Background: an optimization exercise with open tools, aiming at small area, a short achievable clock period and few clock cycles. Do not read the settings as production practice. RTL that was checked went through simulation tests only; none was proved equivalent to the original. Power is estimated from default activity; no workload was simulated.

## job 1101
## execution
module execution (
	input  logic                     CLK,
	input  logic                     reset,
	input  logic [154:0]             issue,
	input  logic                     issue_req,
	output logic                     issue_ack,
	output logic [119:0]             result,
	output logic                     result_valid
);
	isa_pkg::issue_t                  issue_in;
	assign issue_in = issue;
	logic [31:0]        a_in;
	logic [31:0]        b_in;
	isa_pkg::reg_addr_t dest_in;
	logic [8:0]         diff_in;
	logic               za_in;
	logic               zb_in;
	operand_select operand_select_inst (
		.instr    (issue_in),
		.op1      (a_in),
		.op2      (b_in),
		.dest     (dest_in),
		.exp_diff (diff_in),
		.z1       (za_in),
		.z2       (zb_in)
	);
	logic       ack_r;
	logic       valid_r;
	logic       v_int1;      
	logic       v_int2;      
	logic       v_add1;      
	logic       v_add2;      
	logic       v_add3;      
	logic [3:0] v_mul;       
	logic       busy;
	logic       accept;
	logic       in_fp;
	logic       in_mul;
	assign busy   = v_int1 | v_add1 | v_add2 | (|v_mul[2:0]);
	assign accept = issue_req & ~ack_r & ~busy;
	assign in_fp  = issue_in.is_fp;
	assign in_mul = issue_in.alu_op[1];
	always_ff @(posedge CLK) begin
		if (reset) begin
			ack_r   <= 1'b0;
			valid_r <= 1'b0;
			v_int1  <= 1'b0;
			v_int2  <= 1'b0;
			v_add1  <= 1'b0;
			v_add2  <= 1'b0;
			v_add3  <= 1'b0;
			v_mul   <= '0;
		end else begin
			ack_r   <= issue_req & (ack_r | ~busy);
			v_int1  <= accept & ~in_fp;
			v_int2  <= v_int1;
			v_add1  <= accept & in_fp & ~in_mul;
			v_add2  <= v_add1;
			v_add3  <= v_add2;
			v_mul   <= {v_mul[2:0], accept & in_fp & in_mul};
			valid_r <= v_int2 | v_add3 | v_mul[3];
		end
	end
	assign issue_ack    = ack_r;
	assign result_valid = valid_r;
	isa_pkg::pass_ctrl_t cap_pass;
	logic                cap_fp;
	logic [3:0]          cap_op;
	logic [31:0]         cap_a;
	logic [31:0]         cap_b;
	logic [31:0]         cap_rt;
	isa_pkg::reg_addr_t  cap_dest;
	logic [7:0]          cap_imm8;
	always_ff @(posedge CLK) begin
		if (!busy) begin
			cap_pass <= issue_in.pass;
			cap_fp   <= issue_in.is_fp;
			cap_op   <= issue_in.alu_op;
			cap_a    <= a_in;
  ...
Size: roughly 4100 cells after synthesis, roughly 460 flip-flops, about 280 I/O pins, about 0.039 mm^2 of cells after synthesis.
Settings: LEC_CHECK=0, ABC_CLOCK_PERIOD_IN_PS=3000, CAP_MARGIN=20, CORE_MARGIN=2, CORE_UTILIZATION=55, SETUP_SLACK_MARGIN=5, SLEW_MARGIN=20, SYNTH_HIERARCHICAL=1, SYNTH_MINIMUM_KEEP_SIZE=0; clock period 10.0 ns.
standard.sh (not shown) runs the stock make flow with config.mk's settings and CLKGATE_MAP_FILE= SYNTH_SCRIPT=/design/flow/synth_recipe.tcl, a recipe that flattens the netlist after the stock synthesis.
==> flow/flow/run.sh <==
#!/bin/bash
# The standard flow's own layout (standard.sh), with the repair steps aiming for a larger setup margin.
set -euo pipefail
sed -e 's/SETUP_SLACK_MARGIN=[-0-9.]*/SETUP_SLACK_MARGIN=7/' standard.sh > own_standard.sh
bash own_standard.sh > layout.log 2>&1
Testbench counts of job 1101, summed over its fixed seeds: cycles 11,756.
Edits applied to the flow inputs when going from job 1101 to job 3167:
==> flow/flow/run.sh <==
#!/bin/bash
# The standard flow's own layout (standard.sh), with the repair steps aiming for a larger setup margin.
set -euo pipefail
sed -e 's/SETUP_SLACK_MARGIN=[-0-9.]*/SETUP_SLACK_MARGIN=6/' standard.sh > own_standard.sh
bash own_standard.sh > layout.log 2>&1
==> run summary <==
Between job 1101 and job 3167, the cell count went down. The setup slack of job 3167 is smaller than that of job 1101. Peak clock frequency supported by timing for job 3167: 13 MHz down relative to job 1101. Area growth from synthesis to layout ended up 22 points lower on job 3167 than on job 1101. Min final cycle utilization of the critical path across job 3167 and job 1101: job 1101. End point of the critical path = result_r[74]: job 3167; end point of the critical path = result_r[62]: job 1101. Job 1101 has lower clock group share of total power than job 3167. As of job 3167, count of clock-buffer cells in the layout had fallen slightly compared to job 1101.
--- input diff job 3167..job 5021 ---
==> flow/run.sh (new file) <==
#!/bin/bash
# synth_recipe.tcl (not shown) runs the flow's synth.tcl, then flattens the netlist and writes it again
# the make line also repeats each setting of config.mk as NAME=value (left out here)
make -C /OpenROAD-flow-scripts/flow DESIGN_CONFIG=/design/flow/config.mk WORK_HOME=/design/flow/orfs CLKGATE_MAP_FILE= SYNTH_SCRIPT=/design/flow/synth_recipe.tcl finish
removed: flow/flow/run.sh
removed: flow/standard.sh
Notes after the runs:
The number of optimization iterations in the first detailed-route pass of job 5021 falls short of that of job 3167 by 7.
| clock power share | higher: job 5021 |
| global placement routability congestion | job 3167 vs job 5021 | ≈ equal |
Comparing job 3167 and job 5021, the higher ratio of cells with drive above 1 in the final layout was measured on job 3167.
Fraction of area in registers in job 5021 vs job 3167: up 0.58 points

---

execution, a different RTL version from the one above (not shown whole).
For scale: roughly 3,800 cells after synthesis, about 370 flip-flops, roughly 34,000 sq um of cells after synthesis.
// execution
module execution (
	input  logic                     CLK,
	input  logic                     reset,
	input  logic [154:0]             issue,
	input  logic                     issue_req,
	output logic                     issue_ack,
	output logic [119:0]             result,
	output logic                     result_valid
);
	isa_pkg::issue_t                  issue_in;
	assign issue_in = issue;
	logic [31:0]        a_in;
	logic [31:0]        b_in;
	isa_pkg::reg_addr_t dest_in;
	operand_select operand_select_inst (
		.instr (issue_in),
		.op1   (a_in),
		.op2   (b_in),
		.dest  (dest_in)
	);
	logic       ack_r;
	logic       valid_r;
	logic       v_int;       
	logic       v_add1;      
	logic       v_add2;      
	logic [4:0] v_mul;       
	logic       busy;
	logic       accept;
	logic       in_fp;
	logic       in_mul;
	assign busy   = v_add1 | (|v_mul[3:0]);
	assign accept = issue_req & ~ack_r & ~busy;
	assign in_fp  = issue_in.is_fp;
	assign in_mul = issue_in.alu_op[1];
	always_ff @(posedge CLK) begin
		if (reset) begin
			ack_r   <= 1'b0;
			valid_r <= 1'b0;
			v_int   <= 1'b0;
			v_add1  <= 1'b0;
			v_add2  <= 1'b0;
			v_mul   <= '0;
		end else begin
			ack_r   <= issue_req & (ack_r | ~busy);
			v_int   <= accept & ~in_fp;
			v_add1  <= accept & in_fp & ~in_mul;
			v_add2  <= v_add1;
			v_mul   <= {v_mul[3:0], accept & in_fp & in_mul};
			valid_r <= v_int | v_add2 | v_mul[4];
		end
	end
	assign issue_ack    = ack_r;
	assign result_valid = valid_r;
	isa_pkg::pass_ctrl_t cap_pass;
	logic                cap_fp;
	logic [3:0]          cap_op;
	logic [31:0]         cap_a;
	logic [31:0]         cap_b;
	logic [31:0]         cap_rt;
	isa_pkg::reg_addr_t  cap_dest;
	logic [7:0]          cap_imm8;
	always_ff @(posedge CLK) begin
		if (!busy) begin
			cap_pass <= issue_in.pass;
			cap_fp   <= issue_in.is_fp;
  ...
==> flow/config.mk <==
export PLATFORM = sky130hd
export DESIGN_NAME = execution
export DESIGN_NICKNAME = execution
export VERILOG_FILES = /design/flow/design.v
export SDC_FILE = /design/flow/constraint.sdc
export NUM_CORES = 4
export LEC_CHECK = 0
export CAP_MARGIN = 20
export CORE_MARGIN = 2
export CORE_UTILIZATION = 40
export SLEW_MARGIN = 20
==> flow/constraint.sdc <==
create_clock -name core_clock -period 10.0 [get_ports {CLK}]
set_input_delay 2.0000 -clock core_clock [delete_from_list [all_inputs] [get_ports {CLK}]]
set_output_delay 2.0000 -clock core_clock [all_outputs]
set_load 0.01 [all_outputs]
run.sh (not shown) runs the stock make flow with config.mk's settings and CLKGATE_MAP_FILE= SYNTH_SCRIPT=/design/flow/synth_recipe.tcl, a recipe that flattens the netlist after the stock synthesis.
Stock flow here: none of the scripts above is used.
Edit:
- ABC_CLOCK_PERIOD_IN_PS: default -> 3000
- CORE_UTILIZATION: 40 -> 55
- SETUP_SLACK_MARGIN: default -> 5
- die area drops by a quarter to a third
- area after synthesis is unchanged
- global-route usage climbs by 11 points
- core utilization climbs by 22 points
- final cell count drops by a few percent
- worst hold slack is better by 0.0076 ns
- clock power drops by roughly a tenth
Edit:
- ABC_CLOCK_PERIOD_IN_PS: 3000 -> 5000
Result: The new run finished with timing, DRC and antenna clean; die area is unchanged; worst setup slack does not change; area after synthesis stays the same; synthesized cell count is unchanged.
No run of this note included a check of the RTL's function; only the layout flow was run.

---

execution, a different RTL version from the one above (not shown whole).
Size in the first run: about 4300 cells after synthesis, about 500 flip-flops, about 280 I/O pins.
clock: 10.0 ns
lec_check: 0
abc_clock_period_in_ps: 3000
cap_margin: 20
core_margin: 2
core_utilization: 70
cts_buf_list: sky130_fd_sc_hd__clkbuf_8
setup_slack_margin: 5
slew_margin: 20
synth_hierarchical: 1
synth_minimum_keep_size: 0
standard.sh (not shown) runs the stock make flow with config.mk's settings and CLKGATE_MAP_FILE= SYNTH_SCRIPT=/design/flow/synth_recipe.tcl, a recipe that flattens the netlist after the stock synthesis.
==> flow/flow/run.sh <==
#!/bin/bash
# The standard flow's own layout (standard.sh) with two changes: the repair steps aim for a
# 6 ns setup margin instead of 5, and the port buffers are buf_2 cells.
set -euo pipefail
s=$(cat standard.sh)
s=${s//SETUP_SLACK_MARGIN=5/SETUP_SLACK_MARGIN=6}
s=${s//'"${@:-finish}"'/'"BUFFER_PORTS_ARGS=-buffer_cell sky130_fd_sc_hd__buf_2" "${@:-finish}"'}
printf '%s\n' "$s" > own_standard.sh
bash own_standard.sh > layout.log 2>&1
The first run ran to the end with no violations.
Testbench counts at the start, summed over its fixed seeds: cycles 11,756.
Edit:
==> flow/flow/run.sh (replaced) <==
#!/bin/bash
# The standard flow's own layout (standard.sh) with two changes: the repair steps aim for a
# 6.6 ns setup margin instead of 5, and the port buffers are buf_2 cells.
set -euo pipefail
s=$(cat standard.sh)
s=${s//SETUP_SLACK_MARGIN=5/SETUP_SLACK_MARGIN=6.6}
s=${s//'"${@:-finish}"'/'"BUFFER_PORTS_ARGS=-buffer_cell sky130_fd_sc_hd__buf_2" "${@:-finish}"'}
printf '%s\n' "$s" > own_standard.sh
bash own_standard.sh > layout.log 2>&1
Settings changed: CTS_BUF_LIST sky130_fd_sc_hd__clkbuf_8 to unset.
Effect:
- first-iteration DRC count goes up by 21%
- sequential power is about the same
- worst setup slack improved by 0.027 ns
- synthesized area is unchanged
- wire length goes up by 6.9%
- total power goes up by 11%
- fmax goes up by 0.70%
- clock power goes up by about 4%
- non-clock buffer count goes up by 72

---

execution, a different RTL version from the one above (not shown whole).
Size: ~500 flip-flops, about 39000 µm² of cells after synthesis.
==> flow/config.mk <==
export PLATFORM = sky130hd
export DESIGN_NAME = execution
export DESIGN_NICKNAME = execution
export VERILOG_FILES = /design/flow/design.v
export SDC_FILE = /design/flow/constraint.sdc
export NUM_CORES = 4
export LEC_CHECK = 0
export ABC_CLOCK_PERIOD_IN_PS = 3000
export CAP_MARGIN = 20
export CORE_MARGIN = 2
export CORE_UTILIZATION = 55
export SETUP_SLACK_MARGIN = 5
export SLEW_MARGIN = 20
export SYNTH_HIERARCHICAL = 1
export SYNTH_MINIMUM_KEEP_SIZE = 0
==> flow/constraint.sdc <==
create_clock -name core_clock -period 10.0 [get_ports {CLK}]
set_input_delay 2.0000 -clock core_clock [delete_from_list [all_inputs] [get_ports {CLK}]]
set_output_delay 2.0000 -clock core_clock [all_outputs]
set_load 0.01 [all_outputs]
==> flow/flow/run.sh <==
#!/bin/bash
# The standard flow's own layout (standard.sh) with two changes: the repair steps aim for a
# 5.5 ns setup margin instead of 5, and the port buffers are buf_2 cells.
set -euo pipefail
s=$(cat standard.sh)
s=${s//SETUP_SLACK_MARGIN=5/SETUP_SLACK_MARGIN=5.5}
s=${s//'"${@:-finish}"'/'"BUFFER_PORTS_ARGS=-buffer_cell sky130_fd_sc_hd__buf_2" "${@:-finish}"'}
printf '%s\n' "$s" > own_standard.sh
bash own_standard.sh > layout.log 2>&1
The first run completed with no timing, DRC or antenna violations.
Next try:
--- a/flow/flow/run.sh
+++ b/flow/flow/run.sh
@@ -3 +3 @@
-# 5.5 ns setup margin instead of 5, and the port buffers are buf_2 cells.
+# 6 ns setup margin instead of 5, and the port buffers are buf_2 cells.
@@ -6 +6 @@
-s=${s//SETUP_SLACK_MARGIN=5/SETUP_SLACK_MARGIN=5.5}
+s=${s//SETUP_SLACK_MARGIN=5/SETUP_SLACK_MARGIN=6}
- CORE_UTILIZATION: 55 -> 70
Outcome: Die area decreases by 21%; design area increases by 0.64%; sequential share of layout area decreases by 0.13 points; power increases by 3.3%; wire length decreases by 1.0%.
Next try:
==> flow/flow/run.sh (replaced) <==
#!/bin/bash
# The standard flow's own layout (standard.sh), with the repair steps aiming for a larger setup margin.
set -euo pipefail
sed -e 's/SETUP_SLACK_MARGIN=[-0-9.]*/SETUP_SLACK_MARGIN=6/' standard.sh > own_standard.sh
bash own_standard.sh > layout.log 2>&1
- CORE_UTILIZATION: 70 -> 55
The new run passed the timing, DRC and antenna checks.
Total power went down by 1.5%.
Die area went up by 27%.
Clock power hardly moves.
Synthesized cell count stays the same.
Global-route usage went down by 8.7 points.
Design area went up by 3.4%.
Maximum frequency went down by 0.46%.
Next try:
==> flow/flow/run.sh (replaced) <==
#!/bin/bash
# The standard flow's own layout (standard.sh) with two changes: the repair steps aim for a
# 6 ns setup margin instead of 5, and the port buffers are buf_2 cells.
set -euo pipefail
s=$(cat standard.sh)
s=${s//SETUP_SLACK_MARGIN=5/SETUP_SLACK_MARGIN=6}
s=${s//'"${@:-finish}"'/'"BUFFER_PORTS_ARGS=-buffer_cell sky130_fd_sc_hd__buf_2" "${@:-finish}"'}
printf '%s\n' "$s" > own_standard.sh
bash own_standard.sh > layout.log 2>&1
After rerunning: The new run produced a clean layout; total power climbs by 0.83%; routed wire length fell by 0.30%; clock-buffer cell count stays the same; die area stays the same; cell count stays flat; sequential power hardly moves; global-route usage stays flat; critical path depth rose by 1.
Next try:
==> flow/flow/run.sh (replaced) <==
#!/bin/bash
# The standard flow's own layout (standard.sh), with the repair steps aiming for a larger setup margin.
set -euo pipefail
sed -e 's/SETUP_SLACK_MARGIN=[-0-9.]*/SETUP_SLACK_MARGIN=6/' standard.sh > own_standard.sh
bash own_standard.sh > layout.log 2>&1
- CORE_UTILIZATION: 55 -> 70
The new run ran to the end with no violations.
Cell count goes down by a few percent.
Wire length goes up by a few percent.
Flip-flop and latch count is unchanged.
Maximum frequency went up by a few percent.
Via count grows by a little under a tenth.
Total power went up slightly.
No run of this note included a check of the RTL's function; only the layout flow was run.

[separate check: timing with driven ports]
In the flow no input, the clock included, has a driving cell. The finished layouts below were timed again as built, in two steps.
Step 1 sets driving cells, clkbuf_16 on the clock port and buf_2 on the other inputs (assumed; they add their load-dependent delay and slew).
Step 2, shift: input delay + t, output delay - t, t = (earliest + latest rising clock arrival at the registers) / 2. This alone moves slack from input paths to output paths.
Three values: no drivers, after step 1, after step 2; two values: the first two.
| run | shift t [ns] | setup slack, ns | hold WS [ns] | worst setup path at the end | clock arrival spread, ns |
|---|---|---|---|---|---|
| job 1101 | 0.682 | 6.116 / 6.116 / 6.116 | 0.333 / 0.333 / 0.333 | register to register | 0.038 / 0.038 |
| job 3167 | 0.681 | 5.909 / 5.909 / 5.511 | 0.336 / 0.336 / 0.336 | input to register | 0.041 / 0.041 |
| job 5021 | 0.683 | 5.245 / 5.245 / 4.794 | 0.335 / 0.335 / 0.335 | input to register | 0.040 / 0.040 |
| the first run of note 2 | 0.676 | 2.605 / 2.605 / 2.605 | 0.299 / 0.299 / 0.299 | register to register | 0.060 / 0.061 |
| the second run of note 2 | 0.641 | 4.604 / 4.604 / 4.604 | 0.306 / 0.306 / 0.306 | register to register | 0.039 / 0.039 |
| the third run of note 2 | 0.641 | 4.604 / 4.604 / 4.604 | 0.306 / 0.306 / 0.306 | register to register | 0.039 / 0.039 |
| the first run of note 3 | 0.797 | 6.039 / 6.039 / 5.379 | 0.337 / 0.337 / 0.337 | input to register | 0.072 / 0.073 |
| the second run of note 3 | 0.686 | 6.066 / 6.066 / 5.949 | 0.327 / 0.327 / 0.327 | input to register | 0.031 / 0.032 |
| the first run of note 4 | 0.704 | 5.655 / 5.655 / 5.324 | 0.335 / 0.335 / 0.335 | input to register | 0.053 / 0.053 |
| the second run of note 4 | 0.691 | 5.888 / 5.888 / 5.523 | 0.339 / 0.339 / 0.339 | input to register | 0.031 / 0.032 |
| the third run of note 4 | 0.699 | 5.869 / 5.869 / 5.532 | 0.337 / 0.337 / 0.337 | input to register | 0.026 / 0.025 |
| the fourth run of note 4 | 0.698 | 5.837 / 5.837 / 5.499 | 0.328 / 0.328 / 0.328 | input to register | 0.023 / 0.022 |
| the fifth run of note 4 | 0.684 | 5.979 / 5.979 / 5.420 | 0.339 / 0.339 / 0.339 | input to register | 0.026 / 0.025 |
After both steps setup and hold are still met in every run listed. For the first run of note 3, which loses most, drivers alone change the setup slack by 0.000 ns; drivers and shift together by -0.660 ns.
